Source: an optimization exercise on an open RTL-to-GDS flow (aim: a short achievable clock period and few clock cycles per item). Production flows keep margins and buffers that such runs may drop. The RTL was checked by simulation tests, not by an equivalence proof against the original design. No activity file was given, so power comes from the tool's default toggle rates.

old:
==> flow/design.v (excerpt) <==
module rv_core (
  input  logic        clk,
  input  logic        reset_i,
  output logic [31:0] imem_addr_o,
  input  logic [31:0] imem_data_i,
  output logic [31:0] dmem_addr_o,
  output logic [31:0] dmem_wdata_o,
  output logic [3:0]  dmem_wstrb_o,
  output logic        dmem_we_o,
  input  logic [31:0] dmem_rdata_i,
  input  logic        dmem_stall_i,
  output logic        wb_valid_o,
  output logic [4:0]  wb_addr_o,
  output logic [31:0] wb_data_o
);
Size: about 1,700 flip-flops, roughly 210 I/O pins, ~0.081 mm^2 of cells after synthesis.
==> flow/config.mk <==
export PLATFORM = sky130hd
export DESIGN_NAME = rv_core
export DESIGN_NICKNAME = rv_core
export VERILOG_FILES = /design/flow/design.v
export SDC_FILE = /design/flow/constraint.sdc
export NUM_CORES = 4
export LEC_CHECK = 0
export ABC_CLOCK_PERIOD_IN_PS = 2500
export CAP_MARGIN = 20
export CORE_MARGIN = 2
export CORE_UTILIZATION = 40
export SETUP_SLACK_MARGIN = 4.5
export SLEW_MARGIN = 20
export TNS_END_PERCENT = 100
==> flow/constraint.sdc <==
create_clock -name core_clock -period 7.5 [get_ports {clk}]
set_input_delay 1.5000 -clock core_clock [delete_from_list [all_inputs] [get_ports {clk}]]
set_output_delay 1.5000 -clock core_clock [all_outputs]
set_load 0.01 [all_outputs]
run.sh (not shown) runs the stock make flow with config.mk's settings and CLKGATE_MAP_FILE= SYNTH_SCRIPT=/design/flow/synth_recipe.tcl, a recipe that flattens the netlist after the stock synthesis.
Testbench counts of old, summed over its fixed seeds: cycles 11,705, instrs 11,200.
Input-level comparison between new and old:
--- a/flow/design.v
+++ b/flow/design.v
@@ -159,25 +159,22 @@
   logic [4:0]  x_rd;
   logic        x_rw;
   logic [1:0]  x_width;
   logic        x_sign;
   logic [31:0] m_result;
   logic [4:0]  m_rd;
   logic        m_v;
   logic [31:0] w_data;
   logic [4:0]  w_rd;
   logic        w_v;
   logic [31:0] regs [1:31];
-  logic        z1, z2;      
-  logic        mh1, mh2;    
-  logic        wh1, wh2;    
   logic [31:0] res;   
   logic pkeep;    
   logic hold;     
   logic pbusy;    
   logic agi;      
   logic memwait;  
   logic front;    
   assign pkeep   = dmem_stall_i & (x_load | x_store);
   assign hold    = dmem_stall_i & x_load;
   assign pbusy   = dmem_stall_i & x_store;
   assign memwait = pbusy & (d2_load | d2_store);
@@ -219,53 +216,45 @@
   assign is_load  = d1_valid && opc == OPC_LOAD;
   assign is_store = d1_valid && opc == OPC_STORE;
   assign use1 = (is_alu | is_load | is_store) && rs1 != 5'd0;
   assign use2 = (is_op | is_store) && rs2 != 5'd0;
   assign rw   = (is_alu | is_lui | is_auipc | is_load) && rd != 5'd0;
   always_comb begin
     if (is_lui | is_auipc) imm = {d1_instr[31:12], 12'b0};
     else if (is_store)     imm = {{20{d1_instr[31]}}, d1_instr[31:25], d1_instr[11:7]};
     else                   imm = {{20{d1_instr[31]}}, d1_instr[31:20]};
   end
   always_comb begin
-    if (z1) rf1 = '0;
-    else if (mh1) rf1 = m_result;
-    else if (wh1) rf1 = w_data;
+    if (rs1 == 5'd0) rf1 = '0;
+    else if (m_v && m_rd == rs1) rf1 = m_result;
+    else if (w_v && w_rd == rs1) rf1 = w_data;
     else rf1 = regs[rs1];
-    if (z2) rf2 = '0;
-    else if (mh2) rf2 = m_result;
-    else if (wh2) rf2 = w_data;
+    if (rs2 == 5'd0) rf2 = '0;
+    else if (m_v && m_rd == rs2) rf2 = m_result;
+    else if (w_v && w_rd == rs2) rf2 = w_data;
     else rf2 = regs[rs2];
   end
   always_ff @(posedge clk) begin
     if (w_v) regs[w_rd] <= w_data;
   end
   logic [4:0] in_rs1, in_rs2;
   logic [6:0] in_opc;
   logic       in_use1, in_use2;
   logic       h1a, h1b, h2a, h2b;
   assign in_opc  = imem_data_i[6:0];
   assign in_rs1  = imem_data_i[19:15];
   assign in_rs2  = imem_data_i[24:20];
   assign in_use1 = (in_opc == OPC_OP || in_opc == OPC_OP_IMM || in_opc == OPC_LOAD ||
                     in_opc == OPC_STORE) && in_rs1 != 5'd0;
   assign in_use2 = (in_opc == OPC_OP || in_opc == OPC_STORE) && in_rs2 != 5'd0;
   always_ff @(posedge clk) begin
-    z1  <= front ? rs1 == 5'd0 : in_rs1 == 5'd0;
-    z2  <= front ? rs2 == 5'd0 : in_rs2 == 5'd0;
-    mh1 <= !hold && x_rw && (front ? x_rd == rs1 : x_rd == in_rs1);
-    mh2 <= !hold && x_rw && (front ? x_rd == rs2 : x_rd == in_rs2);
-    wh1 <= m_v && (front ? m_rd == rs1 : m_rd == in_rs1);
-    wh2 <= m_v && (front ? m_rd == rs2 : m_rd == in_rs2);
-  end
-  always_ff @(posedge clk) begin
     if (!hold) begin
       h1a <= in_use1 && in_rs1 == d2_rd;
       h1b <= in_use2 && in_rs2 == d2_rd;
       h2a <= use1 && rs1 == d2_rd;
       h2b <= use2 && rs2 == d2_rd;
     end
   end
   logic [31:0] fix1, fix2, base, bsel, agu;
   logic        fwd1, fwd2;
   assign fwd1 = !hold && x_rw && (front ? h2a : h1a);
   assign fwd2 = !hold && x_rw && (front ? h2b : h1b);
Notes after the runs:
As far as via count of the first global-routing pass is concerned, old and new perform about the same.
In new the global-route usage turned out 0.78 points higher than in old.
Going from old to new, the part of the power in the clock network was found to have gone down by 0.2 points.
The via count was comparable across new and old.
Delta (new minus old): sequential fraction of design power +0.5 points, routed wire length +about 3%.
[new] post-route core utilization fell 0.60 points relative to old
new vs old — average footprint of a synthesized cell rose about 0.6%.
As of new, post-route total power had fallen slightly compared to old.
Starting density of the core sits lower in new than in old.
Re worst-case hold slack: new is 0.041 ns down on old.
The higher number of logic stages on the critical path including buffering came out of old.
Relative to old, the area occupied by multi-input gates measured on new has decreased slightly.
old has higher cell count than new.
Testbench counts of new, summed over its fixed seeds: cycles 11,705, instrs 11,200.

---

Another version of the RTL of rv_core (not shown whole).
Size: roughly 5500 cells after synthesis, ~1700 flip-flops, about 210 I/O pins.
// rv_core
module rv_core (
  input  logic        clk,
  input  logic        reset_i,
  output logic [31:0] imem_addr_o,
  input  logic [31:0] imem_data_i,
  output logic [31:0] dmem_addr_o,
  output logic [31:0] dmem_wdata_o,
  output logic [3:0]  dmem_wstrb_o,
  output logic        dmem_we_o,
  input  logic [31:0] dmem_rdata_i,
  input  logic        dmem_stall_i,
  output logic        wb_valid_o,
  output logic [4:0]  wb_addr_o,
  output logic [31:0] wb_data_o
);
make LEC_CHECK=0 ABC_CLOCK_PERIOD_IN_PS=2500 CAP_MARGIN=20 CORE_MARGIN=2 CORE_UTILIZATION=40 SETUP_SLACK_MARGIN=4.5 SLEW_MARGIN=20 TNS_END_PERCENT=100 finish   # period 7.5 ns
Testbench counts at the start, summed over its fixed seeds: cycles 11,705, instrs 11,200.
Edit:
--- a/flow/design.v
+++ b/flow/design.v
@@ -97,18 +97,41 @@
     for (int i = 0; i < 32; i++) rev32[i] = v[31-i];
   endfunction
   function automatic logic [31:0] lanes(input logic [1:0] width, input logic [31:0] v);
     case (width)
       2'b00:   lanes = {4{v[7:0]}};
       2'b01:   lanes = {2{v[15:0]}};
       default: lanes = v;
     endcase
   endfunction
+  function automatic logic [31:0] ks_add(input logic [31:0] a, input logic [31:0] b);
+    logic [31:0] p, g, pp, gg, hp;
+    hp = a ^ b;
+    g  = a & b;
+    p  = a | b;
+    for (int l = 1; l < 32; l = l * 2) begin
+      pp = p;
+      gg = g;
+      for (int j = l; j < 32; j++) begin
+        gg[j] = g[j] | (p[j] & g[j - l]);
+        pp[j] = p[j] & p[j - l];
+      end
+      p = pp;
+      g = gg;
+    end
+    ks_add = hp ^ {g[30:0], 1'b0};
+  endfunction
+  function automatic logic [3:0] onehot4(input logic [1:0] v);
+    onehot4 = 4'b0001 << v;
+  endfunction
+  function automatic logic [7:0] onehot8(input logic [2:0] v);
+    onehot8 = 8'b0000_0001 << v;
+  endfunction
   function automatic logic [3:0] strobes(input logic [1:0] width, input logic [1:0] off);
     case (width)
       2'b00:   strobes = 4'b0001 << off;
       2'b01:   strobes = off[1] ? 4'b1100 : 4'b0011;
       default: strobes = 4'b1111;
     endcase
   endfunction
   logic [31:2] pc_q;      
   logic [31:2] d1_pcn;    
@@ -119,18 +142,20 @@
   logic [31:2] d2_pc;
   logic [4:0]  d2_rs1, d2_rs2, d2_rd;
   logic        d2_m1, d2_m2;    
   logic        d2_use1, d2_use2, d2_rw, d2_load, d2_store, d2_op, d2_lui, d2_auipc;
   logic [1:0]  d2_width;
   logic        d2_sign;
   logic        d2_addsub, d2_sub, d2_and, d2_or, d2_xor, d2_slt, d2_sltu;
   logic        d2_sll, d2_srl, d2_sra;
   logic [31:0] x_a, x_ash, x_b, x_bx;           
+  logic [3:0]  x_sh1;                           
+  logic [7:0]  x_sh4;                           
   logic [31:0] x_base, x_imm, x_sd;             
   logic [31:0] x_wdata;
   logic [31:2] x_addr;
   logic [3:0]  x_strb;
   logic        x_store, x_load;
   logic [1:0]  x_off;
   logic        x_addsub, x_sub, x_and, x_or, x_xor, x_slt, x_sltu, x_sll, x_sr, x_sra;
   logic [4:0]  x_rd;
   logic        x_rw;
@@ -217,19 +242,19 @@
   assign m1_next = !hold && x_rw && x_rd == (front ? d2_rs1 : rs1) && (front ? d2_use1 : use1);
   assign m2_next = !hold && x_rw && x_rd == (front ? d2_rs2 : rs2) && (front ? d2_use2 : use2);
   always_comb begin
     fix1 = d2_m1 ? m_result : d2_rf1;
     fix2 = d2_m2 ? m_result : d2_rf2;
     if (d2_lui)        base = '0;
     else if (d2_auipc) base = {d2_pc, 2'b00};
     else               base = fix1;
     bsel = d2_op ? fix2 : d2_imm;
-    agu  = fix1 + d2_imm;
+    agu  = d2_m1 ? ks_add(m_result, d2_imm) : ks_add(d2_rf1, d2_imm);
   end
   assign agi = (d2_load | d2_store) && d2_use1 && x_rw && x_rd == d2_rs1;
   always_ff @(posedge clk) begin
     if (reset_i) begin
       d2_rw    <= 1'b0;
       d2_load  <= 1'b0;
       d2_store <= 1'b0;
       d2_use1  <= 1'b0;
       d2_use2  <= 1'b0;
@@ -278,18 +303,20 @@
   assign fa = d2_use1 && x_rw && x_rd == d2_rs1;
   assign fb = d2_op && d2_use2 && x_rw && x_rd == d2_rs2;
   assign fs = d2_store && d2_use2 && x_rw && x_rd == d2_rs2;
   assign sd = fs ? res : fix2;
   always_ff @(posedge clk) begin
     x_a   <= fa ? res : base;
     x_ash <= fa ? (d2_sll ? rev32(res) : res) : (d2_sll ? rev32(base) : base);
     x_b   <= fb ? res : bsel;
     x_bx  <= fb ? (d2_sub ? ~res : res) : (d2_sub ? ~bsel : bsel);
+    x_sh1 <= fb ? onehot4(res[1:0]) : onehot4(bsel[1:0]);
+    x_sh4 <= fb ? onehot8(res[4:2]) : onehot8(bsel[4:2]);
   end
   always_ff @(posedge clk) begin
     x_addsub <= !hold && d2_addsub;
     x_sub    <= !hold && d2_sub;
     x_and    <= !hold && d2_and;
     x_or     <= !hold && d2_or;
     x_xor    <= !hold && d2_xor;
     x_slt    <= !hold && d2_slt;
     x_sltu   <= !hold && d2_sltu;
@@ -340,20 +367,33 @@
   end
   logic [31:0] sr, lane, ld;
   logic [33:0] sumc;
   logic [31:0] sum;
   logic        lt_s, lt_u, fill;
   assign sumc = {1'b0, x_a, 1'b1} + {1'b0, x_bx, x_sub};
   assign sum  = sumc[32:1];
   assign lt_u = ~sumc[33];
   assign lt_s = (x_a[31] ^ x_b[31]) ? x_a[31] : sum[31];
+  logic [34:0] sx;
+  logic [31:0] s1;
   assign fill = x_sra & x_ash[31];
-  assign sr   = 32'($signed({fill, x_ash}) >>> x_b[4:0]);
+  assign sx   = {{3{fill}}, x_ash};
+  always_comb begin
+    for (int i = 0; i < 32; i++) begin
+      s1[i] = (x_sh1[0] & sx[i]) | (x_sh1[1] & sx[i+1]) | (x_sh1[2] & sx[i+2]) | (x_sh1[3] & sx[i+3]);
+    end
+    for (int i = 0; i < 32; i++) begin
+      sr[i] = 1'b0;
+      for (int k = 0; k < 8; k++) begin
+        sr[i] = sr[i] | (x_sh4[k] & ((i + 4*k < 32) ? s1[(i + 4*k) % 32] : fill));
+      end
+    end
+  end
   assign lane = dmem_rdata_i >> {x_off, 3'b000};
   always_comb begin
     case (x_width)
       2'b00:   ld = {{24{x_sign & lane[7]}}, lane[7:0]};
       2'b01:   ld = {{16{x_sign & lane[15]}}, lane[15:0]};
       default: ld = dmem_rdata_i;
     endcase
   end
   assign res = ({32{x_addsub}} & sum)
The new run finished clean.
Cell area went up by 2.7%.
Core utilization hardly moves.
Register-to-register slack gains 0.05 ns.
Sequential power is about the same.
Total power went up by 1.0%.
Critical path depth went up by 2.
Testbench counts after the change, summed over its fixed seeds: cycles 11,705, instrs 11,200.

## port drivers added, routing unchanged
How much do the figures lean on ideal ports? The routed layouts below were timed once more, with nothing changed but the port constraints.
Step 1, drivers: a clkbuf_16 drives clk and a buf_2 each remaining input, both assumed.
Step 2 also shifts input and output timing later by t, the mid clock arrival at the registers, as if the neighbouring blocks saw the same clock.
Three values: ideal, step 1, step 2; two values: the first two.
| run | shift t [ns] | setup slack, ns | clock arrival spread, ns |
|---|---|---|---|
| old | 0.909 | 4.133 / 4.133 / 3.497 | 0.062 / 0.062 |
| new | 0.911 | 4.124 / 4.124 / 3.524 | 0.059 / 0.059 |
| the first run of note 2 | 0.928 | 3.830 / 3.830 / 3.395 | 0.049 / 0.050 |
| the second run of note 2 | 0.935 | 3.878 / 3.878 / 3.380 | 0.068 / 0.068 |
After both steps setup and hold are still met in every run listed. The setup slack of old, which loses most, moves by 0.000 ns with the drivers and by -0.636 ns with both steps.
